Background: an optimization exercise with open tools, aiming at small area, a short achievable clock period and few clock cycles per item. Do not read the settings as production practice.
In this exercise RTL edits were held to simulation tests only and were not proved equivalent to the original.
No activity file was given, so power comes from the tool's default toggle rates.

==> run Z: inputs <==
// tga_byte_stream_decoder_unit
module tga_byte_stream_decoder_unit #(
  parameter int unsigned PALETTE_ENTRIES = tgadec_pkg::PaletteEntriesDef
) (
  input  logic        clk_i,
  input  logic        rst_ni,
  input  logic        in_valid_i,
  output logic        in_ready_o,
  input  logic        func_i,
  input  logic [7:0]  data_byte_i,
  input  logic        first_byte_i,
  input  logic [7:0]  palette_index_i,
  output logic        out_valid_o,
  input  logic        out_ready_i,
  output logic [1:0]  kind_o,
  output logic [15:0] column_o,
  output logic [15:0] row_o,
  output logic [31:0] pixel_value_o,
  output logic [15:0] image_width_o,
  output logic [15:0] image_height_o,
  output logic [5:0]  bits_per_pixel_o,
  output logic [2:0]  error_code_o,
  output logic        last_pixel_o
);
make LEC_CHECK=0 CAP_MARGIN=20 CORE_MARGIN=2 CORE_UTILIZATION=45 CTS_CLUSTER_DIAMETER=80 CTS_CLUSTER_SIZE=26 PLACE_DENSITY=0.6 SETUP_SLACK_MARGIN=4.6 SLEW_MARGIN=20 SYNTH_MEMORY_MAX_BITS=16384 finish   # period 8.0 ns
run.sh (not shown) runs the stock make flow with config.mk's settings and CLKGATE_MAP_FILE= SYNTH_SCRIPT=/design/flow/synth_recipe.tcl, a recipe that flattens the netlist after the stock synthesis.
==> inputs of run R, as changes to run Z <==
--- a/flow/design.v
+++ b/flow/design.v
@@ -256,40 +256,49 @@
   logic [15:0] hgt_m1, wid_m1;
   assign hgt_m1 = hgt_q - 16'd1;
   assign wid_m1 = wid_q - 16'd1;
   always_ff @(posedge clk_i or negedge rst_ni) begin
     if (!rst_ni) begin
-      phase_q     <= PH_IDLE;
-      hcnt_q      <= '0;
-      idlen_q     <= '0;
-      map_nz_q    <= 1'b0;
-      img_bad_q   <= 1'b0;
-      org_nz_q    <= 1'b0;
-      len_q       <= '0;
-      len_big_q   <= 1'b0;
-      len_small_q <= 1'b0;
-      mdep_bad_q  <= 1'b0;
-      mdep32_q    <= 1'b0;
-      pdep_bad_q  <= 1'b0;
-      pdep32_q    <= 1'b0;
-      wid_q       <= '0;
-      hgt_q       <= '0;
-      tdown_q     <= 1'b0;
-      nopix_q     <= 1'b0;
-      alpha_q     <= 1'b0;
-      haspal_q    <= 1'b0;
-      eidx_q      <= '0;
-      bie_q       <= '0;
-      part_q      <= '0;
-      col_q       <= '0;
-      row_q       <= '0;
+      phase_q <= PH_IDLE;
+      eidx_q  <= '0;
     end else if (is_byte) begin
       if (first) begin
         phase_q <= PH_HEADER;
         eidx_q  <= '0;
-        bie_q   <= '0;
-        col_q   <= '0;
+      end
+      if (hdr_last) begin
+        if (h_err) begin
+          phase_q <= PH_DONE;
+        end else if (idlen_q != 8'd0) begin
+          phase_q <= PH_IDSKIP;
+        end else if (map_nz_q && (len_q != '0)) begin
+          phase_q <= PH_PALETTE;
+        end else if ((wid_q == 16'd0) || (hgt_q == 16'd0)) begin
+          phase_q <= PH_DONE;
+        end else begin
+          phase_q <= PH_PIXELS;
+        end
+      end
+      if (in_idskip && (idlen_q == 8'd1)) begin
+        phase_q <= after_id;
+      end
+      if (in_pal && complete) begin
+        eidx_q <= eidx_inc;
+        if (eidx_inc == len_q) begin
+          phase_q <= after_pal;
+        end
+      end
+      if (pix_put && col_last && row_last) begin
+        phase_q <= PH_DONE;
+      end
+    end
+  end
+  always_ff @(posedge clk_i) begin
+    if (is_byte) begin
+      if (first) begin
+        bie_q <= '0;
+        col_q <= '0;
       end
       if (in_hdr) begin
         hcnt_q <= hc + 5'd1;
         case (hc)
           5'd0: idlen_q <= b;
@@ -321,30 +330,16 @@
             haspal_q <= map_nz_q;
             alpha_q  <= map_nz_q ? mdep32_q : pdep32_q;
             wid_q    <= wid_m1;
             hgt_q    <= b[5] ? hgt_m1 : 16'd0;
             row_q    <= b[5] ? 16'd0 : hgt_m1;
-            if (h_err) begin
-              phase_q <= PH_DONE;
-            end else if (idlen_q != 8'd0) begin
-              phase_q <= PH_IDSKIP;
-            end else if (map_nz_q && (len_q != '0)) begin
-              phase_q <= PH_PALETTE;
-            end else if ((wid_q == 16'd0) || (hgt_q == 16'd0)) begin
-              phase_q <= PH_DONE;
-            end else begin
-              phase_q <= PH_PIXELS;
-            end
           end
           default: ;
         endcase
       end
       if (in_idskip) begin
         idlen_q <= idlen_q - 8'd1;
-        if (idlen_q == 8'd1) begin
-          phase_q <= after_id;
-        end
       end
       if (in_pal || (in_pix && !haspal_q)) begin
         if (complete) begin
           bie_q <= '0;
         end else begin
@@ -354,22 +349,14 @@
             2'd1:    part_q[15:8]  <= b;
             default: part_q[7:0]   <= b;
           endcase
         end
       end
-      if (in_pal && complete) begin
-        eidx_q <= eidx_inc;
-        if (eidx_inc == len_q) begin
-          phase_q <= after_pal;
-        end
-      end
       if (pix_put) begin
         if (col_last) begin
           col_q <= '0;
-          if (row_last) begin
-            phase_q <= PH_DONE;
-          end else begin
+          if (!row_last) begin
             row_q <= tdown_q ? row_q + 16'd1 : row_q - 16'd1;
           end
         end else begin
           col_q <= col_q + 16'd1;
         end
--- a/flow/config.mk
+++ b/flow/config.mk
@@ -5,12 +5,12 @@
 export SDC_FILE = /design/flow/constraint.sdc
 export NUM_CORES = 4
 export LEC_CHECK = 0
 export CAP_MARGIN = 20
 export CORE_MARGIN = 2
-export CORE_UTILIZATION = 45
+export CORE_UTILIZATION = 55
 export CTS_CLUSTER_DIAMETER = 80
 export CTS_CLUSTER_SIZE = 26
-export PLACE_DENSITY = 0.6
-export SETUP_SLACK_MARGIN = 4.6
+export PLACE_DENSITY = 0.7
+export SETUP_SLACK_MARGIN = 4.7
 export SLEW_MARGIN = 20
 export SYNTH_MEMORY_MAX_BITS = 16384
==> run summary <==
Worst hold path:
- The startpoint identified for the worst hold timing path is u_parser.idlen_q[6].

Global route:
- For this run, global-route usage on met1 was measured as approximately 34%.
- The number of global-route vias before repair was roughly 150k.

Place:
- The routability-driven placement congestion ratio is roughly 0.85.

Layout:
- The count of clock-net buffers in the final layout is around 480.
- The final cell count without fillers is 24980.

Critical path:
- The capture instance of the worst register-to-register path is u_palette_ram.mem_q[94].
- Of all nets on the critical path, the largest fanout is 58.
- The data required time of the critical path is roughly 9000 ps.

Power:
- Power spread over the standard cell area amounts to between 200 and 250 nW/µm².
- The final total power is between 80000 and 90000 µW.

Outcome:
- The run finished with no timing, DRC or antenna violations.

Clock network:
- The number of clock buffers inserted by TritonCTS is roughly 440.

Floorplan:
- The vertical extent of the die is just under 900 µm.
- The die covers around 760000 µm².

Timing:
- The smallest hold slack is about 520 ps.
- Based on the critical path, the design can be clocked at up to around 0.28 GHz.

Route:
- After detailed routing, the number of vias per cell comes to between 6 and 7.
The numbers above come from run Z.

==> run summary <==
Outcome:
- The flow ran to the end and the layout has no timing, DRC or antenna violations.

Timing:
- Hold is met by between 400 and 500 ps.
- Based on the critical path, the design can be clocked at up to 0.2939 GHz.

Layout:
- approximately 4200 cells are multi-input combinational gates.
- Registers take 264900 µm².
- The final cell count without fillers is between 20000 and 25000.

Place:
- Routability-driven placement finished with a final weighted congestion of about 0.83.

Floorplan:
- From bottom edge to top edge, the die measures ~790 µm.
- The die covers 620900 µm².

Power:
- The design draws 80430 µW.

Critical path:
- The data required time of the critical path is between 8000 and 9000 ps.
- The worst register-to-register path ends at u_out.o_q[68].

Global route:
- Global routing consumed, on the met1 layer, about two fifths of the routing resources.

Route:
- After detailed routing, the number of vias per cell comes to roughly 6.8.

Worst hold path:
- The end point of the most critical hold path is u_parser.phase_q[0].

Clock network:
- The maximum level of the CTS H-tree is 5.
- Clock tree synthesis inserted a total of 410 buffers.
The numbers above come from run R.

Testbench counts of run Z, summed over its fixed seeds: cycles 48,680, items 48,656.
Testbench counts of run R, summed over its fixed seeds: cycles 48,680, items 48,656.

what the ideal ports hide:
In the flow no input, the clock included, has a driving cell. The finished layouts below were timed again as built, in two steps.
Step 1: set_driving_cell puts a clkbuf_16 on clk_i and a buf_2 on each other input, an assumption about the parent block.
Step 2 times the ports against the registers' clock, not the clock port: input delays grow and output delays shrink by t, the midpoint of the rising clock arrivals with the driver on.
Three values: ideal ports, drivers, drivers and shift; two values: the first two.
run | shift t [ns] | setup WS [ns] | hold slack, ns
run Z | 1.247 | 4.427 / 4.310 / 3.063 | 0.521 / 0.448 / 0.521
run R | 1.171 | 4.598 / 4.335 / 3.165 | 0.491 / 0.447 / 0.491
After both steps every run listed still meets setup and hold. The setup slack of run R, which loses most, moves by -0.263 ns with the drivers and by -1.433 ns with both steps.
